This design comes from an exercise in tuning for small area on the open sky130 flow, not from production work.
Function was checked by simulation only, so behaviour that the tests miss may differ from the original.
No driver is modelled on the clock port, so clocking that relies on it looks cheaper here than on a real chip.
Power and IR drop assume default switching activity.

<file path="flow/config.mk">
export PLATFORM = sky130hd
export DESIGN_NAME = sensor_sample_buf
export DESIGN_NICKNAME = sensor_sample_buf
export VERILOG_FILES = /design/flow/design.v
export SDC_FILE = /design/flow/constraint.sdc
export NUM_CORES = 4
export LEC_CHECK = 0
export CAP_MARGIN = 10
export CORE_MARGIN = 2
export CORE_UTILIZATION = 50
export SETUP_SLACK_MARGIN = 0.15
export SLEW_MARGIN = 10
</file>
<file path="flow/constraint.sdc">
create_clock -name core_clock -period 5.0 [get_ports {ACLK}]
set_input_delay 1.0000 -clock core_clock [delete_from_list [all_inputs] [get_ports {ACLK}]]
set_output_delay 1.0000 -clock core_clock [all_outputs]
set_load 0.01 [all_outputs]
</file>
<file path="flow/design.v">
module ssb_read_sel (
  input  logic [64*32-1:0] q,
  input  logic [63:0]      sel,
  output logic [31:0]      y
);
  always_comb begin
    y = '0;
    for (int i = 0; i < 64; i++)
      y = y | (q[i*32 +: 32] & {32{sel[i]}});
  end
endmodule
module sensor_sample_buf #(
  parameter int unsigned DATA_W = 32,
  parameter int unsigned DEPTH  = 64,
  parameter int unsigned ADDR_W = 6
) (
  input  logic              ACLK,
  input  logic              ARESETn,
  input  logic              sctrl_en,
  input  logic              sctrl_clear,
  input  logic [ADDR_W-1:0] sctrl_addr,
  input  logic              sensor_ready,
  input  logic [DATA_W-1:0] sensor_out,
  output logic              sctrl_interrupt,
  output logic [DATA_W-1:0] sctrl_out,
  output logic              sensor_en,
  output logic [ADDR_W:0]   word_cnt,
  output logic [15:0]       ovf_cnt
);
  localparam int unsigned CNT_W = ADDR_W + 1;
  logic                         cap_q;     
  logic [CNT_W-1:0]             cnt_q;     
  logic [CNT_W-1:0]             hw_q;      
  logic                         ph_q;      
  logic                         capture_c;
  logic                         full_c;
  logic [ADDR_W-1:0]            wptr;
  logic [DEPTH-1:0][DATA_W-1:0] mem;       
  assign full_c          = cnt_q[CNT_W-1];
  assign wptr            = cnt_q[ADDR_W-1:0];
  assign sctrl_interrupt = full_c;
  assign word_cnt        = cnt_q;
  assign sensor_en       = cap_q && !sctrl_clear;
  assign capture_c       = sensor_en && sensor_ready;
  always_ff @(posedge ACLK or negedge ARESETn) begin
    if (!ARESETn) cap_q <= 1'b0;
    else          cap_q <= sctrl_en && !sctrl_clear && !full_c &&
                           !(capture_c && wptr == ADDR_W'(DEPTH - 1));
  end
  always_ff @(posedge ACLK or negedge ARESETn) begin
    if (!ARESETn)         cnt_q <= '0;
    else if (sctrl_clear) cnt_q <= '0;
    else if (capture_c)   cnt_q <= cnt_q + CNT_W'(1);
  end
  always_ff @(posedge ACLK or negedge ARESETn) begin
    if (!ARESETn)                        hw_q <= '0;
    else if (capture_c && cnt_q == hw_q) hw_q <= hw_q + CNT_W'(1);
  end
  logic             capb_q;
  logic [CNT_W-1:0] cntb_q;
  logic             captureb_c;
  assign captureb_c = capb_q && !sctrl_clear && sensor_ready;
  always_ff @(posedge ACLK or negedge ARESETn) begin
    if (!ARESETn) capb_q <= 1'b0;
    else          capb_q <= sctrl_en && !sctrl_clear && !cntb_q[CNT_W-1] &&
                            !(captureb_c && cntb_q[ADDR_W-1:0] == ADDR_W'(DEPTH - 1));
  end
  always_ff @(posedge ACLK or negedge ARESETn) begin
    if (!ARESETn)         cntb_q <= '0;
    else if (sctrl_clear) cntb_q <= '0;
    else if (captureb_c)  cntb_q <= cntb_q + CNT_W'(1);
  end
  always_ff @(posedge ACLK or negedge ARESETn) begin
    if (!ARESETn) ph_q <= 1'b0;
    else          ph_q <= !ph_q;
  end
  logic [DEPTH-1:0]  we;         
  logic [DEPTH-1:0]  hold;       
  logic [DATA_W-1:0] wdata_n;    
  always_comb begin
    for (int i = 0; i < int'(DEPTH); i++) begin
      we[i]   = capture_c && (wptr == ADDR_W'(i));
      hold[i] = !(captureb_c && (cntb_q[ADDR_W-1:0] == ADDR_W'(i)));
    end
  end
  assign wdata_n = sensor_out ^ {DATA_W{ph_q}};
  always_ff @(posedge ACLK) begin
    for (int i = 0; i < int'(DEPTH); i++)
      mem[i] <= ~((mem[i] | {DATA_W{we[i]}}) & (wdata_n | {DATA_W{hold[i]}}));
  end
  logic [DEPTH-1:0]  rsel;
  logic [DATA_W-1:0] rword;
  always_comb begin
    for (int i = 0; i < int'(DEPTH); i++)
      rsel[i] = (sctrl_addr == ADDR_W'(i)) && (CNT_W'(i) < hw_q);
  end
  ssb_read_sel u_rd (.q(mem), .sel(rsel), .y(rword));
  always_ff @(posedge ACLK or negedge ARESETn) begin
    if (!ARESETn)                       sctrl_out <= '0;
    else if (CNT_W'(sctrl_addr) < hw_q) sctrl_out <= rword ^ {DATA_W{ph_q}};
    else                                sctrl_out <= '0;
  end
  logic [15:0] ovf_q;
  always_ff @(posedge ACLK or negedge ARESETn) begin
    if (!ARESETn)
      ovf_q <= 16'h0;
    else if (sctrl_clear)
      ovf_q <= 16'h0;
    else if (full_c && sensor_ready && ovf_q != 16'hFFFF)
      ovf_q <= ovf_q + 16'd1;
  end
  assign ovf_cnt = ovf_q;
endmodule
</file>
<file path="flow/flow/run.sh">
#!/bin/bash
# Layout flow: the standard ORFS flow, with
#  * own synthesis (flow/synth.tcl): the standard synthesis script, except
#    that the combinational read-select module ssb_read_sel is replaced by a
#    pre-mapped sky130hd gate-level version written by flow/gen_read_sel.py;
#    all registers are synthesized exactly as in the standard flow,
#  * plain buf_1 port buffers instead of the default delay-cell buffers,
#  * clkbuf_16 clock tree with larger sink clusters and no dummy loads,
#  * an area-recovery pass (repair_timing -recover_power) after CTS.
# Logs: gen_read_sel.log and flow_make.log in the work folder; ORFS keeps
# each tool's own log under orfs/logs/.
set -uo pipefail
W=$(pwd)
python3 "$W/flow/gen_read_sel.py" "$W/read_sel_cells.v" > "$W/gen_read_sel.log" 2>&1
export SSB_READ_SEL_V="$W/read_sel_cells.v"
bash standard.sh finish \
  "SYNTH_SCRIPT=$W/flow/synth.tcl" \
  "BUFFER_PORTS_ARGS=-buffer_cell sky130_fd_sc_hd__buf_1" \
  "CTS_ARGS=-sink_clustering_enable -repair_clock_nets -buf_list sky130_fd_sc_hd__clkbuf_16 -sink_clustering_size 30 -sink_clustering_max_diameter 70 -dont_use_dummy_load" \
  "POST_CTS_TCL=$W/flow/post_cts.tcl" \
  > "$W/flow_make.log" 2>&1
</file>
<file path="flow/flow/gen_read_sel.py">
#!/usr/bin/env python3
"""Write flow/read_sel_cells.v: a sky130hd gate-level ssb_read_sel.

y[j] = OR over i of (q[i*32+j] & sel[i]), built per bit as
  21 a222oi (words 0..62, three per gate) + 1 nand2 (word 63)  -> 22 active-low terms
  5 nand4 + 1 nand2                                            -> 6 active-high terms
  2 nor3                                                       -> 2 active-low terms
  1 nand2                                                      -> y[j]
"""
import sys

P = "sky130_fd_sc_hd__"
out = []
w = out.append
w("// Generated by gen/gen_read_sel.py - gate-level ssb_read_sel for sky130hd.")
w("module ssb_read_sel (q, sel, y);")
w("  input [2047:0] q;")
w("  input [63:0] sel;")
w("  output [31:0] y;")
for j in range(32):
    w(f"  wire [21:0] rs_n1_{j};")
    w(f"  wire [5:0] rs_p2_{j};")
    w(f"  wire [1:0] rs_n3_{j};")
for j in range(32):
    q = lambda i: f"q[{i*32+j}]"
    for k in range(21):
        a, b, c = 3*k, 3*k+1, 3*k+2
        w(f"  {P}a222oi_1 rs_l1_{j}_{k} (.A1({q(a)}), .A2(sel[{a}]), .B1({q(b)}), .B2(sel[{b}]), "
          f".C1({q(c)}), .C2(sel[{c}]), .Y(rs_n1_{j}[{k}]));")
    w(f"  {P}nand2_1 rs_l1_{j}_21 (.A({q(63)}), .B(sel[63]), .Y(rs_n1_{j}[21]));")
    for k in range(5):
        s = 4*k
        w(f"  {P}nand4_1 rs_l2_{j}_{k} (.A(rs_n1_{j}[{s}]), .B(rs_n1_{j}[{s+1}]), "
          f".C(rs_n1_{j}[{s+2}]), .D(rs_n1_{j}[{s+3}]), .Y(rs_p2_{j}[{k}]));")
    w(f"  {P}nand2_1 rs_l2_{j}_5 (.A(rs_n1_{j}[20]), .B(rs_n1_{j}[21]), .Y(rs_p2_{j}[5]));")
    w(f"  {P}nor3_1 rs_l3_{j}_0 (.A(rs_p2_{j}[0]), .B(rs_p2_{j}[1]), .C(rs_p2_{j}[2]), .Y(rs_n3_{j}[0]));")
    w(f"  {P}nor3_1 rs_l3_{j}_1 (.A(rs_p2_{j}[3]), .B(rs_p2_{j}[4]), .C(rs_p2_{j}[5]), .Y(rs_n3_{j}[1]));")
    w(f"  {P}nand2_1 rs_l4_{j} (.A(rs_n3_{j}[0]), .B(rs_n3_{j}[1]), .Y(y[{j}]));")
w("endmodule")
path = sys.argv[1] if len(sys.argv) > 1 else "flow/read_sel_cells.v"
with open(path, "w") as f:
    f.write("\n".join(out) + "\n")
</file>
<file path="flow/flow/post_cts.tcl">
# Area recovery after CTS: downsize cells on paths with slack to spare,
# keeping 0.2 ns of setup margin, then re-legalise the placement.
estimate_parasitics -placement
report_design_area
repair_timing -recover_power 100 -setup_margin 0.2 -verbose
report_design_area
detailed_placement
estimate_parasitics -placement
report_worst_slack -max
report_worst_slack -min
</file>
<file path="flow/flow/synth.tcl">
# Own synthesis: the standard synthesis script (synth_recipe.tcl, which
# runs ORFS's synth.tcl with -nofsm -noshare), except that the purely
# combinational module ssb_read_sel is replaced by a pre-mapped sky130hd
# gate-level version (flow/gen_read_sel.py) before elaboration. All
# registers are in the top module and are synthesized exactly as in the
# standard flow; the design is flattened and renamed as synth_recipe.tcl does.
proc synth {args} { yosys synth -nofsm -noshare {*}$args }
set ::ssb_read_sel_swapped 0
proc hierarchy {args} {
  if {!$::ssb_read_sel_swapped} {
    set ::ssb_read_sel_swapped 1
    puts "ssb: replacing ssb_read_sel with $::env(SSB_READ_SEL_V)"
    yosys delete ssb_read_sel
    yosys read_verilog $::env(SSB_READ_SEL_V)
  }
  yosys hierarchy {*}$args
}
source $::env(SCRIPTS_DIR)/synth.tcl
# left out here: clear keep_hierarchy, flatten, clean up, hide names made inside functions, write 1_2_yosys.v
</file>
<file path="flow/standard.sh">
#!/bin/bash
# synth_recipe.tcl (not shown) runs the flow's synth.tcl, then flattens the netlist and writes it again
# the make line also repeats each setting of config.mk as NAME=value (left out here)
make -C /OpenROAD-flow-scripts/flow DESIGN_CONFIG=/design/flow/config.mk WORK_HOME=/design/flow/orfs CLKGATE_MAP_FILE= SYNTH_SCRIPT=/design/flow/synth_recipe.tcl "${@:-finish}"
</file>
==> run_results.csv <==
group,metric,value,unit
run_status,status,"timing/DRC/antenna clean",
logic_synthesis,synth_cell_type_count,51,
timing,rsz0062_at_grt,"no",
finish,fill_cells,12120,
placed_design,place_ws,-415.4,ps
placed_design,io_buffers,99,
power_and_ir_drop,swShare,0.2263,
drt,drc_errors,0,
floorplanning,dieArea,0.1442,sq mm
critical_path,critPathKind,"register to register",
timing,finalCritPeriodShare,0.9679,
clock_tree,cts.sinks,2120,
finish,area_delta_synth_final,10.55,%
grt,grt_start_max_net_pins,73,
finish,final_core_util,0.5578,
logic_synthesis,yosysSeqAreaShare,0.6065,
critical_path,crit_fanout,18,
timing,fin_skew,132.7,ps
min_path,holdCritPathClass,"primary input to async pin",
clock_tree,path_clk_slew,90,ps
drt,viasPerCell,7.578,
floorplanning,die_x,379.7,um
power_and_ir_drop,pwr-share-clk,0.342,
logic_synthesis,synthTopCellsByArea,"dfxtp_1, o22ai_1, a222oi_1, dfrtp_1, buf_2",
placed_design,dpl.hpwl,172700,um
clock_tree,cts_tree,"done",
power_and_ir_drop,pwr-share-comb,0.038,
logic_synthesis,synth_warnings,2,
logic_synthesis,synthTopCellsByCount,"dfxtp_1, o22ai_1, a222oi_1, clkbuf_1, buf_2",
timing,max_slew.worst_pin.slew,1362,ps
power_and_ir_drop,intPower,21450,uW
floorplanning,rows,137,
grt,antenna_found_initial,19,
logic_synthesis,syn_area,0.07057,sq mm
critical_path,endpoint_kind,"register",
timing,layout_min_cycle_time,4840,ps
logic_synthesis,synth_edf_count,0,
finish,nets,6440,
floorplanning,core-area,0.1399,sq mm
floorplanning,die_y,379.7,um
critical_path,arrival,5490,ps
timing,postLayoutSetupSlackWorst,160.3,ps
grt,grt_pass1_vias,57630,
logic_synthesis,synth_nets,6452,
drt,firstDrtPassIters,10,
power_and_ir_drop,p_seq_frac,0.619,
logic_synthesis,ys_ff_latch,2120,
drt,ant_nets,0,
critical_path,start_kind,"register",
timing,setup_violations,0,
drt,drt_iter0_markers,10520,
grt,grt_use_total,0.3736,
timing,slew_violations,0,
power_and_ir_drop,p_leak,0.02776,uW
power_and_ir_drop,peakVddDrop,350.5,uV
logic_synthesis,async_reset_ff_frac,0.03396,
logic_synthesis,synth_top_cell_by_area,"dfxtp_1",
drt,post_drt_wl_per_cell,34.32,um
clock_tree,clk_latency,810,ps
logic_synthesis,avgSynthCellArea,11.04,sq um
timing,fmax,206.6,MHz
critical_path,cp.required,5650,ps
logic_synthesis,syn-instance-count,6394,
finish,drive_above_1_share,0.1066,
power_and_ir_drop,power_density,355.3,mW/mm^2
logic_synthesis,synthFlopType,"dfxtp_1",
grt,grt-ovfl-total,0,
power_and_ir_drop,switchingPower,6274,uW
flow_run,maxCapViolCount,0,
timing,slew_headroom,0.09207,
floorplanning,start_util,0.5046,
logic_synthesis,synth_top_area_share,0.5809,
grt,grt_pass1_wl,408000,um
drt,wl,283600,um
drt,via_count,62620,
floorplanning,pin_count,100,
timing,hold_viol,0,
placed_design,place_congestion,1.008,
[metal layers]
layer | wire length [um] | track usage
met5 | 115 | 0
met2 | 121100 | 0.5475
met4 | 13830 | 0.1655
met3 | 35320 | 0.1010
met1 | 113200 | 0.5157
[layout by cell type (no fill, tap or decap), drive strengths merged, types with 2 or more instances in the layout]
cell / n
inv: 11
nand2: 208
or2: 3
xnor2: 47
o21ai: 10
a31oi: 2
and4: 3
dfrtp: 72
a222oi: 672
buf: 451
dfxtp: 2048
nor4: 4
nand4: 170
and3: 7
nand2b: 6
nor2: 163
nor2b: 10
clkbuf: 160
ha: 15
o22ai: 2048
a21oi: 15
xor2: 51
nor3: 109
or3: 2
nand3b: 7
diode: 7
and2: 15
mux2i: 3
a211oi: 29
nand3: 28
[sequential cells by signal, summed over array words and instances (netlist names)]
register,count
sctrl_out,32
capb_q,1
ovf_q,16
hw_q,7
mem,2048
cnt_q,7
cntb_q,7
cap_q,1
ph_q,1
[layout make-up]
cell class              count  area, sq um  share of cell area
flip-flops and latches   2120        42800              0.5486
diodes                      7        17.52           0.0002245
clock buffers             116         2903             0.03721
inverters                  12        45.04           0.0005773
repair buffers            495         3926             0.05032
multi-input cells        3637        25980              0.3329
well taps                1876         2347             0.03009
[cell families after synthesis]
family | count (synthesis) | synth area share
compound gates | 2782 | 0.2826
xor+xnor | 98 | 0.01429
fa+ha+maj | 15 | 0.002659
buf+inv | 637 | 0.04117
flops | 2120 | 0.6065
mux | 3 | 0.0004255
simple gates | 739 | 0.05241
[metrics by stage]
stage          power (uW)  setup TNS, ps  hold slack [ps]  std cells  area, sq um
6_report            27720              0            232.1       8263        78020
5_1_grt             28420              0            262.8       8257        78000
3_5_place_dp        18550          -2454            426.2       8117        74710
3_3_place_gp        18540          -3658            417.2       8117        74710
2_1_floorplan       18040              0            410.6       6394        70570
[power by group through the flow]
stage	clock network (uW)	registers, uW	logic [uW]
finish	9490	17200	1060
global placement	0	17600	988
floorplan	0	17500	538
detailed placement	0	17600	993
global route	10100	17200	1100
[critical path, cell delays in order, from the launching register on]
cell	delay [ps]
dfrtp_1	500
nor2_1	190
buf_4	190
nand2_1	60
nand2_1	520
nor3_1	220
buf_4	270
buf_4	250
a222oi_1	710
nand4_1	580
nor3_1	760
nand2_1	220
xnor2_1	220
nor2_1	50
[final timing paths]
check	startpoint	end	slack, ps	cells after the start
setup / recovery	hw_q[6]	sctrl_out[6]	160	13
hold / removal	ARESETn	ovf_q[13]	230	2
setup reg to reg	hw_q[6]	sctrl_out[6]	160	13
hold reg to reg	mem[552]	mem[552]	440	1
max in group asynchronous	ARESETn	cntb_q[5]	4130	2
min in group core_clock	mem[552]	mem[552]	440	1

==> port drivers added, routing unchanged <==
The results above use ideal ports. As a check the final layout listed here was re-extracted and re-timed, cells and wires unchanged.
Step 1, drivers: a clkbuf_16 drives ACLK and a buf_2 each remaining input, both assumed.
Step 2, shift: input delay + t, output delay - t, t = (earliest + latest rising clock arrival at the registers) / 2. This alone moves slack from input paths to output paths.
Slacks: no drivers / after step 1 / after step 2; pairs: no drivers / after step 1.
t (ns): 0.818
setup WS [ns]: 0.160 / 0.160 / -0.515
hold slack, ns: 0.232 / 0.186 / 0.436
pins driven straight from the clock port: 1
With both steps, setup timing fails in this run, where it was met with ideal ports. For this run, drivers alone change the setup slack by 0.000 ns; drivers and shift together by -0.675 ns.
